Background: an optimization exercise with open tools, aiming at small area and few clock cycles per item. Do not read the settings as production practice.
Where RTL was checked, it was by simulation tests only, not by an equivalence proof against the original.
For run 2, only the layout was checked, not whether the RTL still works.

## flow/design.v (module list and top-level ports; edited modules follow where they fit)
// module mac_prime2r: 947 lines
// module mac_fa: 10 lines
// module mac_nand2: 7 lines
// module mac_o22ai: 9 lines
// module mac_ha: 9 lines
// module mac_xnor: 7 lines
// module mac_or: 7 lines
module mac_prime2r #(
  parameter int MAX_TERMS = 1024,
  parameter int CNT_W     = 11
) (
  input  logic         clk,
  input  logic         rst_n,
  input  logic         in_valid,
  output logic         in_ready,
  input  logic         in_last,
  input  logic [23:0]  a,
  input  logic [23:0]  b,
  output logic         out_valid,
  input  logic         out_ready,
  output logic [69:0]  c,
  output logic         err
);
  // ...
==> flow/flow/run.sh <==
#!/bin/bash
# Own layout flow: the standard flow (standard.sh), with the standard
# synthesis unchanged, then the layout steps with a few extra ORFS settings
# read from flow/knobs.txt (one VAR=value per line):
#  - port buffers are plain buffers instead of the default delay-cell choice,
#  - optional extra repair/recovery settings.
# Each step's full output goes to its own log file in this folder.
set -euo pipefail
here=$(pwd)
knobs=()
if [[ -f flow/knobs.txt ]]; then
  while IFS= read -r line; do
    [[ -z "$line" || "$line" == \#* ]] && continue
    knobs+=("$line")
  done < flow/knobs.txt
fi
bash standard.sh synth > "$here/flow_synth.log" 2>&1
bash standard.sh "${knobs[@]}" finish > "$here/flow_layout.log" 2>&1
test -s out/final.def
==> flow/flow/knobs.txt <==
BUFFER_PORTS_ARGS=-buffer_cell sky130_fd_sc_hd__buf_1
==> flow/standard.sh <==
#!/bin/bash
# synth_recipe.tcl (not shown) runs the flow's synth.tcl, then flattens the netlist and writes it again
# the make line also repeats each setting of config.mk as NAME=value (left out here)
make -C /OpenROAD-flow-scripts/flow DESIGN_CONFIG=/design/flow/config.mk WORK_HOME=/design/flow/orfs CLKGATE_MAP_FILE= SYNTH_SCRIPT=/design/flow/synth_recipe.tcl "${@:-finish}"
==> flow/config.mk <==
export PLATFORM = sky130hd
export DESIGN_NAME = mac_prime2r
export DESIGN_NICKNAME = mac_prime2r
export VERILOG_FILES = /design/flow/design.v
export SDC_FILE = /design/flow/constraint.sdc
export NUM_CORES = 4
export LEC_CHECK = 0
export CAP_MARGIN = 20
export CORE_MARGIN = 2
export CORE_UTILIZATION = 40
export GPL_TIMING_DRIVEN = 1
export SLEW_MARGIN = 20
export SYNTH_HIERARCHICAL = 1
==> flow/constraint.sdc <==
create_clock -name core_clock -period 8.0 [get_ports {clk}]
set_input_delay 1.6000 -clock core_clock [delete_from_list [all_inputs] [get_ports {clk}]]
set_output_delay 1.6000 -clock core_clock [all_outputs]
set_load 0.01 [all_outputs]
==> run summary, run 1 <==
- Outcome: timing/DRC/antenna clean
- Layout Cells excl Fill: 2,741
- Worst EP arrival: 8110 ps
- Post-DP Area: 20,870 µm²
- Area added between synthesis and finish: 23.70%
- Antenna Violating Nets Remaining: 0
- RSZ-0062 raised after global routing: yes
- Fin. max-slew vios: 0
- Non-clk buf share: 13.53%
- HP Class: flop to flop
- Placed insts: 2,724
- Reg clk slew, reported paths: 70 ps
- Slowest-stage cell, CP: fa_1
- IO Count: 126
- Die area: 44,810 µm²
- Non-CTS inverters: 84
- Top-area cell type share of the netlist area: 35.04%
- Worst skew pair latency: 400 ps
- Clock sinks: 83
- Row cnt: 76
- Core area: 42,790 µm²
- Starting DRT DRC Count: 1,143
- Worst path max stage delay: 550 ps
- Adder-cell share of the synthesized area: 43.38%
- Tapcell count: 546
- Async S/R FF share, synth: 15.66%
- Initial antenna violation count: 1
- GR Util met3: 4.895%
- Synth Area in XOR/XNOR: 18.78%
- Fin. Hold Viols: 0
- Largest net degree at the start of global routing: 46
- Clock Tree Root: clkbuf_16
- Vias per inst: 5.596
- Setup Skew: 12.27 ps
Testbench counts, summed over its fixed seeds: cycles 31,914, items 31,906.
==> run 2: changes to the inputs <==
--- a/flow/design.v
+++ b/flow/design.v
@@ -919,17 +919,17 @@
     if (!rst_n) begin
       out_valid_r <= 1'b0;
       clr_r       <= 1'b1;
     end else begin
       out_valid_r <= (in_xfer_s & in_last) | (out_valid_r & ~out_ready);
       clr_r       <= 1'b0;
     end
   end
-  localparam int TW = ((2 ** (CNT_W - 1)) >= MAX_TERMS) ? CNT_W - 1 : CNT_W;
+  localparam int TW = (MAX_TERMS > 1) ? $clog2(MAX_TERMS) : 1;
   localparam logic [TW-1:0] LAST_CNT = TW'(MAX_TERMS - 1);
   logic [TW-1:0] cnt_r;
   logic          err_r;
   always_ff @(posedge clk or negedge rst_n) begin
     if (!rst_n) begin
       cnt_r <= '0;
       err_r <= 1'b0;
     end else if (in_xfer_s) begin
==> run 2 against run 1 <==
Against the previous run:
- global-route usage did not move
- final cell count did not move
- critical endpoint unchanged
- highest routed layer unchanged
- synthesized cell count did not move
- register-to-register slack about the same
==> run summary, run 2 <==
- Hold_buf cts: 0 (unchanged)
- Fill cells: 4,063 (unchanged)
- Worst Path Required: 8330 ps (about the same)
- Startpoint types: input pin (unchanged)
- First-pass GRT wire length: 91,110 µm (unchanged)
- Largest registers: acc_r (70), cnt_r (10) (unchanged)
- Async S/R FF share, synth: 15.66% (unchanged)
- Flop2flop setup slack: 1120 ps (about the same)
- Yosys reg bits: 83 (unchanged)
- IO Count: 126 (unchanged)
- CP max FO: 24 (unchanged)
- DR WL/cell: 20.98 µm (unchanged)
- Initial Utilization: 40.32% (unchanged)
- Hold wc startpoint: err_r (unchanged)
- Top-area cell type share of the netlist area: 35.04% (unchanged)
- Outcome: timing/DRC/antenna clean (unchanged)
- IO buf count: 125 (unchanged)
- Setup TNS: 0 ps (unchanged)
- Clock Tree Root: clkbuf_16 (unchanged)
- Initial antenna violation count: 1 (unchanged)
- Setup ws final: 218.5 ps (unchanged)
- Largest net degree at the start of global routing: 46 (unchanged)
- Clock sinks: 83 (unchanged)
- Worst hold path depth: 2 (unchanged)
- Reg-to-Reg End: acc_r[69] (unchanged)
- Worst setup EP type: flop (unchanged)
- GR met2 Demand/Resource: 45.78% (unchanged)
- Largest area contributor in the netlist: fa_1 (unchanged)
- Hold EP: err_r (unchanged)
- Starting DRT DRC Count: 1,143 (unchanged)
- Max-Cap Viols: 0 (unchanged)
- Via count of the first global-routing pass: 16,190 (unchanged)
- Met1 Use GR: 33.93% (unchanged)
- HP Class: flop to flop (unchanged)
- Dpl hpwl: 48,670 µm (unchanged)
- Drt pass-1 iters: 6 (unchanged)
- RSZ-0062 raised after global routing: yes (unchanged)
- Final worst-path cycle share: 97.27% (unchanged)
- Dpl ws: -391.5 ps (unchanged)
- Antenna Violating Nets Remaining: 0 (unchanged)
- Worst r2r src: out_valid_r (unchanged)
- Synthesized area per cell: 9.699 µm² (unchanged)
- R2R cell count: 30 (unchanged)
- Row cnt: 76 (unchanged)
- Synth unique cells: 53 (unchanged)
- GR Overflow Total: 0 (unchanged)
- Relative slew slack: 46.30% (unchanged)
- Fin crit period: 7781 ps (unchanged)
- H-Tree Depth: 3 (unchanged)
- Multi-input gate area: 15,430 µm² (unchanged)
- Tot GR Track Use: 26.77% (unchanged)
- Crit path kind: input pin to flop (unchanged)
- Vias after detailed routing: 15,340 (unchanged)
- Fmax: 128.5 MHz (unchanged)
- Die area: 44,810 µm² (unchanged)
- Count leader, synth: xnor2_1 (unchanged)
- Die H: 211.7 µm (unchanged)
- Gr busiest metal: met2 (unchanged)
- CTS tree: built (unchanged)
- Post-synth EDFFs: 0 (unchanged)
- Worst skew pair latency: 400 ps (about the same)
- Die W: 211.7 µm (unchanged)
- Vias per inst: 5.596 (unchanged)
- Register area share after synthesis: 10.01% (unchanged)
- Fraction of layout cells with a size suffix above 1: 18.22% (unchanged)
- Synth Instances: 1,779 (unchanged)
- Worst-Margin Slew: 797.1 ps (unchanged)
- WL final: 57,510 µm (unchanged)
- Top cells by area, synth: fa_1 (35%), xnor2_1 (17%), o22ai_1 (10%) (unchanged)
- Fin. max-slew vios: 0 (unchanged)
- Top reg by flops: acc_r (unchanged)
- Commonest cells post-synth: xnor2_1 (334), fa_1 (302), o22ai_1 (276) (unchanged)
- Worst EP arrival: 8110 ps (about the same)
- Reg clk slew, reported paths: 70 ps (about the same)
- N_diodes: 0 (unchanged)
- Max FFs per register: 70 (unchanged)
- Crit path launch: out_ready (unchanged)
- Max clock buf depth: 2 (unchanged)
- Setup violators final: 0 (unchanged)
- Ys Warns: 8 (unchanged)
- Synth Net Count: 2,249 (unchanged)
- Worst path max stage delay: 550 ps (about the same)
- Area added between synthesis and finish: 23.70% (unchanged)
- Hold WS: 463.6 ps (unchanged)
- Mapped Area: 17,260 µm² (unchanged)
- GR Util met3: 4.895% (unchanged)
- CP dominant cell by count: buf_4 (unchanged)
- Routability congestion estimate from global placement: 0.9820 (unchanged)
- Top_reg_cell synth: dfxtp_1 (unchanged)
- Fin. Hold Viols: 0 (unchanged)
- Slowest-stage cell, CP: fa_1 (unchanged)
- Sequential cell area: 1728 µm² (unchanged)
- Layout Nets: 2,660 (unchanged)
- Commonest non-fill, non-tap cells in the layout: xnor2_1 (322), fa_1 (301), buf_4 (284), o22ai_1 (271), nand2_1 (181) (unchanged)
- Most common cell after layout, fill and taps aside: xnor2_1 (unchanged)
- Setup Skew: 12.27 ps (unchanged)
- DR DRC count: 0 (unchanged)
- Core area: 42,790 µm² (unchanged)
- CTS Buf Count: 9 (unchanged)
==> run 2: cell counts in the layout (fill, tap and decap cells not counted) <==
Identical to the previous run, type by type.
==> run 2: critical path: cells and delay by family <==
kind                       cells  cell delay (ps)
AOI/OAI and AO/OA              6             1230
xor gates and xnor gates       2              330
buffers and inverters         10             1490
and+or+nand+nor                7              880
adders and majority gates      6             2550
==> run 2: repair_timing <==
item                                    in CTS  in global routing
gates resized for setup                      1                 41
buffers inserted                             0                  1
endpoints found under the setup margin       2                 32
endpoints found under the hold margin        0                  0
pin swaps                                    0                  5
==> run 2: modules after synthesis (local to each module, per instance) <==
| module | copies in the design | cells |
|---|---|---|
| mac_prime2r | 1 | 710 |
| mac_ha | 79 | 1 |
| mac_fa | 302 | 1 |
| mac_nand2 | 72 | 1 |
| mac_o22ai | 276 | 1 |
| mac_or | 32 | 1 |
| mac_xnor | 308 | 1 |
==> run 2: worst max path at each step <==
stage,endpoint,slack [ps],cells past startpoint
3_3_place_gp,acc_r[69],-340,26
6_report,acc_r[69],220,31
2_1_floorplan,acc_r[69],30,24
4_1_cts,acc_r[45],30,29
3_5_place_dp,acc_r[45],-390,29
5_1_grt,acc_r[45],-60,27
==> run 2: layout make-up <==
type / instances / area share [%]
clock buffer: 9 / 1.055
sequential: 83 / 8.095
timing repair buffer: 423 / 13.53
multi-input combinational: 1589 / 72.30
tap: 546 / 3.200
inverter: 84 / 1.477
clock inverter: 7 / 0.3458
==> run 2: per-layer routing <==
layer  part of all wire (%)  routed length (µm)
met1                     41               23450
met4                    3.5                2007
met3                    6.4                3676
met5                  0.017                  10
met2                     49               28360
==> run 2: logic make-up (layout without fill, tap and decap cells) <==
logic type / count (synthesis) / in the layout / synth area share [%]
xor gates and xnor gates: 370 / 370 / 18.78
AOI/OAI and AO/OA: 418 / 418 / 15.29
buffers and inverters: 107 / 523 / 2.328
adders and majority gates: 417 / 417 / 43.38
other: 1 / 1 / 0.02173
and+or+nand+nor: 381 / 381 / 10.06
muxes: 2 / 2 / 0.1305
DFF: 83 / 83 / 10.01
==> run 2: per-stage QoR <==
| step | util [%] | cells | cell area, µm² |
|---|---|---|---|
| detailed placement | 48.76 | 2724 | 20870 |
| floorplan | - | 1779 | 17400 |
| finish | 49.88 | 2741 | 21350 |
| CTS | 49.47 | 2740 | 21170 |
| global placement | 48.76 | 2724 | 20870 |
| global route | 49.88 | 2741 | 21350 |

-- separate check: timing with driven ports --
Ports are ideal in the flow. The routed layouts listed here were re-timed in OpenROAD. Step 1: set_driving_cell puts a clkbuf_16 on clk and a buf_2 on each other input, an assumption about the parent block. Step 2 moves the port delays by t, midway between the first and last clock arrival at a register: inputs arrive t later, outputs are due t later. That takes back most of the time a late clock gives input paths. Slacks: ideal / step 1 / step 2; pairs: ideal / step 1.
run | t (ns) | setup WS [ns] | hold slack, ns | worst slew at a driven data input, ns
run 1 | 0.446 | 0.219 / 0.251 / -0.195 | 0.464 / 0.464 / 0.464 | 0.10
run 2 | 0.446 | 0.219 / 0.251 / -0.195 | 0.464 / 0.464 / 0.464 | 0.10
With both steps, setup timing fails in run 1 and run 2, where it was met with ideal ports.
